This is an optimization exercise on Yosys and OpenROAD, whose aim is a short achievable clock period and few clock cycles per item, not a production implementation.
Function was checked by simulation only, so behaviour that the tests miss may differ from the original.
Power is estimated from default activity; no workload was simulated.

[flow/run.sh]
#!/bin/bash
# synth_recipe.tcl (not shown) runs the flow's synth.tcl, then flattens the netlist and writes it again
# the make line also repeats each setting of config.mk as NAME=value (left out here)
make -C /OpenROAD-flow-scripts/flow DESIGN_CONFIG=/design/flow/config.mk WORK_HOME=/design/flow/orfs CLKGATE_MAP_FILE= SYNTH_SCRIPT=/design/flow/synth_recipe.tcl finish
[flow/config.mk]
export PLATFORM = sky130hd
export DESIGN_NAME = ibuf_rdreq_mgmt
export DESIGN_NICKNAME = ibuf_rdreq_mgmt
export VERILOG_FILES = /design/flow/design.v
export SDC_FILE = /design/flow/constraint.sdc
export NUM_CORES = 4
export LEC_CHECK = 0
export ABC_CLOCK_PERIOD_IN_PS = 3500
export CAP_MARGIN = 20
export CORE_MARGIN = 2
export CORE_UTILIZATION = 40
export SETUP_SLACK_MARGIN = 4
export SLEW_MARGIN = 20
export TNS_END_PERCENT = 100
[flow/constraint.sdc]
create_clock -name core_clock -period 8.0 [get_ports {clk}]
set_input_delay 1.6000 -clock core_clock [delete_from_list [all_inputs] [get_ports {clk}]]
set_output_delay 1.6000 -clock core_clock [all_outputs]
set_load 0.01 [all_outputs]
[flow/design.v]
`timescale 1ns/1ps
module ibuf_rdreq_mgmt #(
  parameter int unsigned BW       = 9,
  parameter int unsigned TAG_W    = 5,
  parameter int unsigned MX_OS_RQ = 4
) (
  input  logic             clk,
  input  logic             rst,
  input  logic [2:0]       cfg_max_rd_req_size,
  input  logic [63:0]      lbuf_addr,
  input  logic [31:0]      lbuf_len,
  input  logic             lbuf_en,
  output logic             lbuf_dn,
  input  logic [BW:0]      cons,
  output logic [BW:0]      committed_prod,
  output logic             rd,
  output logic [63:0]      hst_addr,
  output logic [9:0]       rd_qw,
  input  logic             rd_ack,
  input  logic [TAG_W-1:0] rd_tag,
  input  logic [TAG_W-1:0] cpl_tag,
  output logic [BW-1:0]    cpl_base,
  input  logic             cpl_vld,
  input  logic             cpl_last,
  output logic             err
);
  localparam int unsigned N   = MX_OS_RQ;
  localparam int unsigned PtrW = (N > 1) ? $clog2(N) : 1;
  typedef logic [BW:0] ptr_t;
  function automatic logic [PtrW-1:0] ptr_add(input logic [PtrW-1:0] p, input int unsigned k);
    ptr_add = PtrW'((int'(p) + k) % N);
  endfunction
  function automatic logic [9:0] mx_of(input logic [2:0] c);
    unique case (c)
      3'd0:    mx_of = 10'd16;
      3'd1:    mx_of = 10'd32;
      3'd2:    mx_of = 10'd64;
      3'd3:    mx_of = 10'd128;
      3'd4:    mx_of = 10'd256;
      default: mx_of = 10'd512;
    endcase
  endfunction
  function automatic logic [27:0] hm_of(input logic [2:0] c);
    unique case (c)
      3'd0:    hm_of = 28'hFFF_FFFF;
      3'd1:    hm_of = 28'hFFF_FFFE;
      3'd2:    hm_of = 28'hFFF_FFFC;
      3'd3:    hm_of = 28'hFFF_FFF8;
      3'd4:    hm_of = 28'hFFF_FFF0;
      default: hm_of = 28'hFFF_FFE0;
    endcase
  endfunction
  function automatic logic [9:0] pick(input logic [31:0] l, input logic [9:0] b,
                                      input logic [27:0] hm, input logic [9:0] mx);
    logic lt_l, lt_b, l_lt_b;
    lt_l   = ~|(l[31:4] & hm);
    lt_b   = ~|(b[9:4] & hm[5:0]);
    l_lt_b = (l[31:10] == '0) && (l[9:0] < b);
    if (lt_l && (l_lt_b || !lt_b)) pick = l[9:0];
    else if (lt_b)                 pick = b;
    else                           pick = mx;
  endfunction
  function automatic logic fits(input logic [9:0] c, input ptr_t ip, input ptr_t cs);
    ptr_t used;
    used = ip - cs;
    fits = ({1'b0, c} + {1'b0, used}) <= 11'd512;
  endfunction
  logic             busy_q;      
  logic             more_q;      
  logic [63:12]     hi_q;        
  logic [8:0]       lo_q;        
  logic [2:0]       lb_q;        
  logic [9:0]       bnd_q;       
  logic [31:0]      left_q;      
  logic [9:0]       chunk_q;     
  logic [9:0]       mx_q;
  logic [27:0]      hm_q;
  logic             rd_q;
  logic             dn_q;
  ptr_t             iprod_q;
  ptr_t             comm_q;
  logic             err_q;
  logic [N-1:0]     vld_q, done_q;
  logic [TAG_W-1:0] tag_q  [N];
  logic [BW-1:0]    base_q [N];
  ptr_t             end_q  [N];
  logic [PtrW-1:0]  hd_q, wp_q;
  logic [N-1:0] hit, hit_nd;
  logic         legal;
  always_comb begin
    cpl_base = '0;
    for (int i = 0; i < N; i++) begin
      hit[i]    = vld_q[i] && (tag_q[i] == cpl_tag);
      hit_nd[i] = hit[i] && !done_q[i];
      cpl_base  = cpl_base | (hit[i] ? base_q[i] : '0);
    end
  end
  assign legal = |hit_nd;
  logic [N-1:0]    run_mask;
  logic [PtrW:0]   run_len;
  ptr_t            run_end;
  logic            run_all;
  always_comb begin
    logic       go;
    logic [PtrW-1:0] p;
    run_mask = '0;
    run_len  = '0;
    run_end  = end_q[hd_q];
    go       = 1'b1;
    for (int k = 0; k < N; k++) begin
      p = ptr_add(hd_q, k);
      if (k > 0) go = go && vld_q[p] && done_q[p];
      if (go) begin
        run_mask[p] = 1'b1;
        run_len     = run_len + 1'b1;
        run_end     = end_q[p];
      end
    end
    run_all = (vld_q & ~run_mask) == '0;
  end
  logic head_hit;
  assign head_hit = cpl_vld && cpl_last && hit_nd[hd_q];
  logic [PtrW:0] cnt;
  always_comb begin
    cnt = '0;
    for (int i = 0; i < N; i++) cnt = cnt + vld_q[i];
  end
  logic push;
  assign push = rd_q && rd_ack;
  logic full_nx, empty_nx;
  assign full_nx  = !head_hit && (push ? (cnt == (PtrW+1)'(N - 1)) : (cnt == (PtrW+1)'(N)));
  assign empty_nx = !push && ((vld_q == '0) || (head_hit && run_all));
  logic [31:0]  left1;
  logic [9:0]   bnd1, c1;
  logic         wrap4k, more1;
  logic [8:0]   lo1;
  logic [63:12] hi1;
  ptr_t         iprod1;
  assign left1  = left_q - {22'b0, chunk_q};
  assign wrap4k  = bnd_q == chunk_q;
  assign bnd1   = wrap4k ? 10'd512 : bnd_q - chunk_q;
  assign lo1    = lo_q + chunk_q[8:0];
  assign hi1    = hi_q + {51'b0, wrap4k};
  assign c1     = pick(left1, bnd1, hm_q, mx_q);
  assign more1  = left1 != '0;
  assign iprod1 = iprod_q + ptr_t'(chunk_q);
  logic         start;
  logic [9:0]   mx0, bnd0, c0;
  logic [27:0]  hm0;
  logic         more0;
  assign start = lbuf_en && !busy_q;
  assign mx0   = mx_of(cfg_max_rd_req_size);
  assign hm0   = hm_of(cfg_max_rd_req_size);
  assign bnd0  = 10'd512 - {1'b0, lbuf_addr[11:3]};
  assign c0    = pick(lbuf_len, bnd0, hm0, mx0);
  assign more0 = lbuf_len != '0;
  always_ff @(posedge clk or negedge rst) begin
    if (!rst) begin
      busy_q  <= 1'b0;
      more_q  <= 1'b0;
      hi_q    <= '0;
      lo_q    <= '0;
      lb_q    <= '0;
      bnd_q   <= 10'd512;
      left_q  <= '0;
      chunk_q <= '0;
      mx_q    <= 10'd16;
      hm_q    <= 28'hFFF_FFFF;
      rd_q    <= 1'b0;
      dn_q    <= 1'b0;
      iprod_q <= '0;
    end else begin
      if (start) begin
        busy_q  <= more0;
        dn_q    <= !more0;
        more_q  <= more0;
        hi_q    <= lbuf_addr[63:12];
        lo_q    <= lbuf_addr[11:3];
        lb_q    <= lbuf_addr[2:0];
        bnd_q   <= bnd0;
        left_q  <= lbuf_len;
        chunk_q <= c0;
        mx_q    <= mx0;
        hm_q    <= hm0;
        rd_q    <= more0 && fits(c0, iprod_q, cons);
      end else if (push) begin
        more_q  <= more1;
        hi_q    <= hi1;
        lo_q    <= lo1;
        bnd_q   <= bnd1;
        left_q  <= left1;
        chunk_q <= c1;
        iprod_q <= iprod1;
        rd_q    <= more1 && !full_nx && fits(c1, iprod1, cons);
        dn_q    <= 1'b0;
      end else begin
        rd_q    <= busy_q && more_q && !full_nx && fits(chunk_q, iprod_q, cons);
        dn_q    <= busy_q && !more_q && empty_nx;
        if (busy_q && !more_q && empty_nx) begin
          busy_q <= 1'b0;
        end
      end
    end
  end
  always_ff @(posedge clk or negedge rst) begin
    if (!rst) begin
      vld_q  <= '0;
      done_q <= '0;
      for (int i = 0; i < N; i++) begin
        tag_q[i]  <= '0;
        base_q[i] <= '0;
        end_q[i]  <= '0;
      end
      hd_q   <= '0;
      wp_q   <= '0;
      comm_q <= '0;
      err_q  <= 1'b0;
    end else begin
      if (cpl_vld && !legal) begin
        err_q <= 1'b1;
      end
      for (int i = 0; i < N; i++) begin
        if (cpl_vld && cpl_last && hit_nd[i]) begin
          done_q[i] <= 1'b1;
        end
        if (head_hit && run_mask[i]) begin
          vld_q[i]  <= 1'b0;
          done_q[i] <= 1'b0;
        end
      end
      if (head_hit) begin
        comm_q <= run_end;
        hd_q   <= hd_q + run_len[PtrW-1:0];
      end
      if (push) begin
        vld_q[wp_q]  <= 1'b1;
        done_q[wp_q] <= 1'b0;
        tag_q[wp_q]  <= rd_tag;
        base_q[wp_q] <= iprod_q[BW-1:0];
        end_q[wp_q]  <= iprod1;
        wp_q         <= ptr_add(wp_q, 1);
      end
    end
  end
  assign lbuf_dn        = dn_q;
  assign committed_prod = comm_q;
  assign rd             = rd_q;
  assign hst_addr       = {hi_q, lo_q, lb_q};
  assign rd_qw          = chunk_q;
  assign err            = err_q;
endmodule
==> results of run 1 <==
cell usage in the layout, fill, tap and decap left out, types with 33 or more instances in the layout:
cell type | netlist | layout
nor2_1 | 137 | 129
ha_1 | 123 | 103
mux2_2 | 68 | 66
nand2_1 | 322 | 312
o21ai_0 | 230 | 223
a21oi_1 | 108 | 94
xor2_1 | 72 | 65
nand3_1 | 51 | 48
buf_4 | 0 | 79
a21o_1 | 33 | 33
dfrtp_1 | 253 | 245
inv_1 | 105 | 95
a222oi_1 | 40 | 40
xnor2_1 | 102 | 88
clkdlybuf4s50_1 | 0 | 195
clkbuf_16 | 0 | 36
final cells by class:
cell class                 instances  area [sq um]
fill                            4197         21300
clock inverter                     7          63.8
sequential                       259          6500
tap                              600           751
clock buffer                      50           992
multi-input combinational       1682         12200
timing repair buffer             329          3270
inverter                         108           435
logic make-up after synthesis:
group                    count (synthesis)  share of synthesized area [%]
flip-flops                             259                           35.1
XOR/XNOR                               174                           8.24
multiplexers                            93                           5.56
AND/OR/NAND/NOR                        698                           17.3
adder cells (fa/ha/maj)                134                           9.46
AO/OA/AOI/OAI                          583                           20.0
buffers and inverters                  210                           4.32
critical path: cells and delay by family:
family | cells | cell delay (ps)
fa+ha+maj | 3 | 850
simple gates | 3 | 450
xor+xnor | 1 | 140
mux | 1 | 360
buf+inv | 5 | 460
compound gates | 16 | 2750
report_power, final:
group          internal (mW)  switching, mW  total (mW)
Sequential              1.72          0.483        2.21
Combinational           3.05           3.91        6.96
Clock                  0.887          0.603        1.49
Total                   5.66           4.99        10.7
worst max path at each step:
stage | start | endpoint | depth (start not counted)
4_1_cts | lbuf_addr[4] | rd_q$_DFF_PN0_ | 31
3_3_place_gp | lbuf_addr[3] | rd_q$_DFF_PN0_ | 31
2_1_floorplan | lbuf_addr[3] | rd_q$_DFF_PN0_ | 31
6_report | lbuf_addr[4] | rd_q$_DFF_PN0_ | 29
5_1_grt | lbuf_addr[3] | rd_q$_DFF_PN0_ | 31
3_5_place_dp | lbuf_addr[3] | rd_q$_DFF_PN0_ | 31
state kept, by name, indices dropped and copies added, names as in the netlist, 5 cells and up:
register / flops
end_q: 40
lo_q: 9
bnd_q: 10
tag_q: 20
hm_q: 5
chunk_q: 10
hi_q: 52
left_q: 32
base_q: 36
mx_q: 5
iprod_q: 10
comm_q: 10
routing by layer:
layer / vias up / share of wire, % / GRT usage (%)
li1: 8201 / - / -
met1: 8395 / 43 / 33.0
met2: 490 / 48 / 41.6
met3: 112 / 5.7 / 4.59
met4: 4 / 3.4 / 8.76
met5: - / 0.037 / 0
repair_timing:
action | CTS | global route
resized for setup | 187 | 123
gates cloned | 2 | 1
endpoints found under the hold margin | 0 | 0
hold buffers | 0 | 0
endpoints found under the setup margin | 51 | 34
setup buffers | 47 | 43
pin swaps | 47 | 50
==> run_results.csv, run 1 <==
group,metric,value,unit
status,status,"no timing/DRC/antenna violations",
timing,holdWs,479,ps
route,drc,0,
clock_tree,cts_tree,"yes",
layout,layout.nets,2672,
min_path,whs_path_depth,1,
route,drt-pass1-iter-count,9,
route,ant_nets,0,
place,placed_cell_area,21400,sq um
synth,yosys-top-cells-count,"nand2_1, dfrtp_1, o21ai_0",
grt,antenna_found_initial,2,
grt,grt_usage,25.1,%
pwr,p_leak,10.3,nW
clock_tree,htreeDepth,2,
synth,synth_top_area_share,34.2,%
route,via_per_inst,5.67,
clock_tree,cts_root_buf,"clkbuf_16",
synth,ys_types,83,
place,placed_cells,2885,
timing,worst_pin_slew,1150,ps
clock_tree,cts.clk_slew.worst_paths,60,ps
setup_path,reg2reg_slack,2180,ps
timing,slew_violations,0,
place,io_buffers,220,
synth,netlist_instances,2151,
setup_path,crit_type,"input port to flip-flop",
layout,stdcell_area,24200,sq um
floorplanning,die-area,48000,sq um
setup_path,critPathMostFrequentCell,"a21o_1",
synth,yosys-top-cells-area,"dfrtp_1, ha_1, nand2_1",
synth,synth_warnings,4,
setup_path,r2r-start,"chunk_q[8]$_DFFE_PN0P_",
layout,diodes,0,
timing,finalCritPeriodShare,77.5,%
flow_run,cap_violations,0,
setup_path,rr_worst_depth,19,
pwr,finalPower,10.7,mW
place,dpl_worst_slack,178,ps
setup_path,worstPathRequired,8430,ps
timing,finalHoldViolCount,0,
timing,setup_tns,0,ps
setup_path,cp_data_arrival_time,6630,ps
floorplanning,io_pins,221,
floorplanning,core,45500,sq um
grt,grt_pass1_wl,94.3,mm
timing,setup-violations-final,0,
synth,async_flop_share,100,%
timing,worst_slack,1800,ps
floorplanning,start_util,40.6,%
synth,synth_area_leader_cell,"dfrtp_1",
grt,gr-total-overflow,0,
grt,grt_pass1_vias,16700,
layout,layout-drive-gt1-share,17.9,%
synth,synth_edf_count,0,
route,vias,17200,
synth,synth-seq-cells,259,
route,wl_per_cell,20.4,microns
place,hpwl,43.0,mm
synth,synth_top_flop_cell,"dfrtp_1",
setup_path,cp_max_fo,5,
timing,fin_crit,6200,ps
synth,yosysSeqAreaShare,35.1,%
clock_tree,clockBufferDepth,3,
setup_path,cp-start-kind,"input port",
floorplanning,rows,78,
setup_path,cp_slowest_cell,"mux2_2",
synth,syn_nets,2409,
timing,rsz0062_at_grt,"yes",
pwr,p_per_area,441,nW/um^2
synth,synth.most_common_cell,"nand2_1",
layout,utilization,53.1,%
min_path,min_from,"mx_q[9]$_DFFE_PN0P_",
setup_path,r2r-end,"rd_q$_DFF_PN0_",
route,drtIter0Drc,1500,
clock_tree,cts_buffers,34,
floorplanning,die_x,219,microns
grt,grt_max_degree,205,
layout,area_delta_synth_final,30.7,%
synth,syn_avg_cell_area,8.59,sq um
layout,finalNonFillerCells,3035,
timing,skew,20.1,ps
pwr,vdd_drop_max,290,uV
route,wl,61.9,mm
setup_path,cp_slowest_stage_delay,360,ps
clock_tree,clkSinkCount,259,
floorplanning,die_y,219,microns
place,gp_congestion,0.896,
min_path,holdPathEnd,"mx_q[9]$_DFFE_PN0P_",
timing,slew_headroom,23.2,%
synth,syn-cell-area,18500,sq um
clock_tree,clock_latency,550,ps
timing,max_freq,0.161,GHz
min_path,hp-class,"flip-flop to flip-flop",
setup_path,endpoint_kind,"flip-flop",
Testbench counts, summed over its fixed seeds: cycles 27,721, qwords 237,937.
==> run 2, diff against run 1 <==
==> flow/config.mk (replaced) <==
export PLATFORM = sky130hd
export DESIGN_NAME = ibuf_rdreq_mgmt
export DESIGN_NICKNAME = ibuf_rdreq_mgmt
export VERILOG_FILES = /design/flow/design.v
export SDC_FILE = /design/flow/constraint.sdc
export NUM_CORES = 4
export LEC_CHECK = 0
export CAP_MARGIN = 20
export CORE_MARGIN = 2
export CORE_UTILIZATION = 40
export SLEW_MARGIN = 20
==> run_results.csv, run 2 <==
group,metric,value,unit
floorplanning,die_x,219,microns
setup_path,critPathMostFrequentCell,"a21o_1",
grt,grt_usage,24.3,%
synth,synth_top_flop_cell,"dfrtp_1",
layout,diodes,0,
setup_path,endpoint_kind,"flip-flop",
setup_path,critPathBufInv,4,
clock_tree,cts_tree,"yes",
layout,max_flop_register,"hi_q",
synth,syn_avg_cell_area,8.59,sq um
synth,synth_edf_count,0,
setup_path,cp_top_family,"compound AO/OA/AOI/OAI gates",
clock_tree,cts_hold_buf,0,
pwr,share_comb_of_total_power,61.4,%
floorplanning,io_pins,221,
floorplanning,core,45500,sq um
clock_tree,cts_buffers,34,
synth,synth_xor_area_share,8.24,%
setup_path,r2r-start,"chunk_q[1]$_DFFE_PN0P_",
timing,slew_headroom,30.4,%
synth,synthSimpleGateAreaFrac,17.3,%
pwr,p_clk_share,16.5,%
setup_path,crit_type,"input port to flip-flop",
clock_tree,cts_root_buf,"clkbuf_16",
layout,layout_common_cells,"nand2_1, dfrtp_1, o21ai_0, clkdlybuf4s50_1, nor2_1",
grt,antenna_found_initial,0,
floorplanning,rows,78,
layout,reg.largest.list,"hi_q x52, end_q x40, base_q x36",
pwr,vdd_drop_max,259,uV
synth,yosys-top-cells-area,"dfrtp_1, ha_1, nand2_1",
place,io_buffers,220,
setup_path,cp.depth,31,
status,status,"no timing/DRC/antenna violations",
setup_path,cp_max_fo,6,
timing,setup-violations-final,0,
route,via_per_inst,5.73,
flow_run,cap_violations,0,
grt,gr-total-overflow,0,
pwr,internal-power,5.31,mW
setup_path,critical_path.endpoint,"rd_q$_DFF_PN0_",
timing,rsz0062_at_grt,"no",
route,vias,16900,
place,gp_congestion,0.896,
synth,synth_compound_area_share,20.0,%
route,drtIter0Drc,1467,
layout,largest_register_ffs,52,
floorplanning,start_util,40.6,%
route,drt-pass1-iter-count,7,
pwr,pwr-share-seq,22.0,%
setup_path,r2r-end,"rd_q$_DFF_PN0_",
route,ant_nets,0,
timing,max_freq,0.133,GHz
timing,worst_pin_slew,1040,ps
min_path,hp-class,"flip-flop to flip-flop",
synth,synth_fa_ha_area_share,9.46,%
clock_tree,clockBufferDepth,3,
synth,syn-cell-area,18500,sq um
pwr,p_per_area,443,nW/um^2
clock_tree,cts_setup_buffers,0,
synth,ys_types,83,
clock_tree,cts_resized,0,
layout,layout-drive-gt1-share,7.79,%
timing,setup_tns,0,ps
route,wl,58.5,mm
route,wl_per_cell,19.8,microns
pwr,switchingPower,4.64,mW
synth,synth_area_leader_cell,"dfrtp_1",
synth,synth_top_family_by_area,"compound AO/OA/AOI/OAI gates",
layout,layout.nets,2582,
synth,synth-seq-cells,259,
synth,syn_nets,2409,
synth,synth.most_common_cell,"nand2_1",
synth,yosys-top-cells-count,"nand2_1, dfrtp_1, o21ai_0",
grt,grt_pass1_vias,16300,
synth,yosysSeqAreaShare,35.1,%
pwr,p_sw_share,46.6,%
floorplanning,die-area,48000,sq um
layout,layout_commonest_cell,"nand2_1",
route,drc,0,
setup_path,cp_data_arrival_time,7920,ps
place,hpwl,42.6,mm
synth,netlist_instances,2151,
grt,grt_max_degree,156,
setup_path,startpoint,"lbuf_addr[4]",
synth,async_flop_share,100,%
timing,finalHoldViolCount,0,
synth,synthMuxAreaShare,5.56,%
clock_tree,clock_latency,540,ps
setup_path,cp_slowest_stage_delay,520,ps
setup_path,cp_slowest_cell,"clkdlybuf4s50_1",
setup_path,reg2reg_slack,1190,ps
clock_tree,clkSinkCount,259,
timing,skew,16.8,ps
floorplanning,die_y,219,microns
clock_tree,cts.clk_slew.worst_paths,60,ps
setup_path,cp-start-kind,"input port",
layout,area_delta_synth_final,21.4,%
pwr,p_leak,9.63,nW
clock_tree,htreeDepth,2,
synth,synth_warnings,4,
timing,slew_violations,0,
timing,finalCritPeriodShare,93.7,%
grt,grt_pass1_wl,91.9,mm
setup_path,rr_worst_depth,18,
setup_path,worstPathRequired,8420,ps
pwr,finalPower,9.95,mW
synth,synth_top_area_share,34.2,%
timing,fin_crit,7490,ps
==> run 2: power groups by stage <==
stage / clock [mW] / combinational, mW / sequential [mW]
2_1_floorplan: 0 / 4.46 / 2.07
3_3_place_gp: 0 / 5.86 / 2.18
3_5_place_dp: 0 / 6.00 / 2.20
4_1_cts: 1.68 / 6.05 / 2.18
5_1_grt: 1.73 / 6.79 / 2.26
6_report: 1.65 / 6.11 / 2.19
==> run 2: worst min path at each step <==
stage | from | to | depth (start not counted)
final | mx_q[9]$_DFFE_PN0P_ | mx_q[9]$_DFFE_PN0P_ | 1
after global routing | lb_q[1]$_DFFE_PN0P_ | lb_q[1]$_DFFE_PN0P_ | 2
after CTS | mx_q[9]$_DFFE_PN0P_ | mx_q[9]$_DFFE_PN0P_ | 1
after detailed placement | mx_q[9]$_DFFE_PN0P_ | mx_q[9]$_DFFE_PN0P_ | 1
after global placement | mx_q[9]$_DFFE_PN0P_ | mx_q[9]$_DFFE_PN0P_ | 1
after floorplan | mx_q[9]$_DFFE_PN0P_ | mx_q[9]$_DFFE_PN0P_ | 1
==> run 2: logic make-up after synthesis <==
group | count (synthesis)
flops | 259
compound gates | 583
xor+xnor | 174
mux | 93
buf+inv | 210
simple gates | 698
fa+ha+maj | 134
==> run 2: layout make-up <==
cell class,instances,area [sq um]
flip-flops and latches,259,6490
clock buffers,46,987
inverters,108,405
multi-input cells,1682,11200
clock inverters,14,206
repair buffers,239,2370
fillers,4428,23000
well taps,600,751
==> run 2: metrics by stage <==
stage | hold WS (ps) | setup WS, ps | utilization, % | cell area, sq um | std cells
6_report | 472 | 505 | 49.4 | 22400 | 2948
5_1_grt | 505 | 211 | 49.4 | 22400 | 2948
4_1_cts | 475 | 603 | 49.3 | 22400 | 2948
3_5_place_dp | 461 | 51.1 | 46.7 | 21200 | 2888
3_3_place_gp | 453 | 279 | 46.7 | 21200 | 2888
2_1_floorplan | 441 | 944 | - | 18500 | 2151
==> run 2: worst reg2reg max path, cell delays in order, from the launching register on <==
cell	delay (ps)
dfrtp_1	560
inv_1	280
fa_1	520
a211oi_1	330
o31ai_1	230
a41o_1	430
nor3_1	290
xnor2_1	200
or4bb_1	480
nor4_2	500
nand2_1	370
o21ai_0	420
ha_1	260
inv_1	60
fa_1	420
o311a_1	380
or3_1	370
a2111oi_2	460
o31a_1	190
==> run 2: per-layer routing <==
metal	GRT usage, %	wire (microns)
met4	6.67	1500
met5	0	0
met1	32.9	25800
met2	40.3	27900
met3	3.74	3280

## re-timing with driven ports
Ports are ideal in the flow. The routed layouts listed here were re-timed in OpenROAD.
Step 1 (the two cells are an assumption about what drives the block):
set clk [get_ports {clk}]
set_driving_cell -lib_cell sky130_fd_sc_hd__clkbuf_16 $clk
set_driving_cell -lib_cell sky130_fd_sc_hd__buf_2 [delete_from_list [all_inputs] $clk]
Step 2 times the ports against the registers' clock, not the clock port: input delays grow and output delays shrink by t, the midpoint of the rising clock arrivals with the driver on.
Three values: ideal ports, drivers, drivers and shift; two values: the first two.
run | t (ns) | slack for setup (ns) | hold slack, ns
run 1 | 0.599 | 1.797 / 1.788 / 1.189 | 0.479 / 0.479 / 0.479
run 2 | 0.595 | 0.505 / 0.531 / -0.065 | 0.472 / 0.472 / 0.472
With both steps, setup timing fails in run 2, where it was met with ideal ports. For run 1, which loses most, drivers alone change the setup slack by -0.009 ns; drivers and shift together by -0.608 ns.
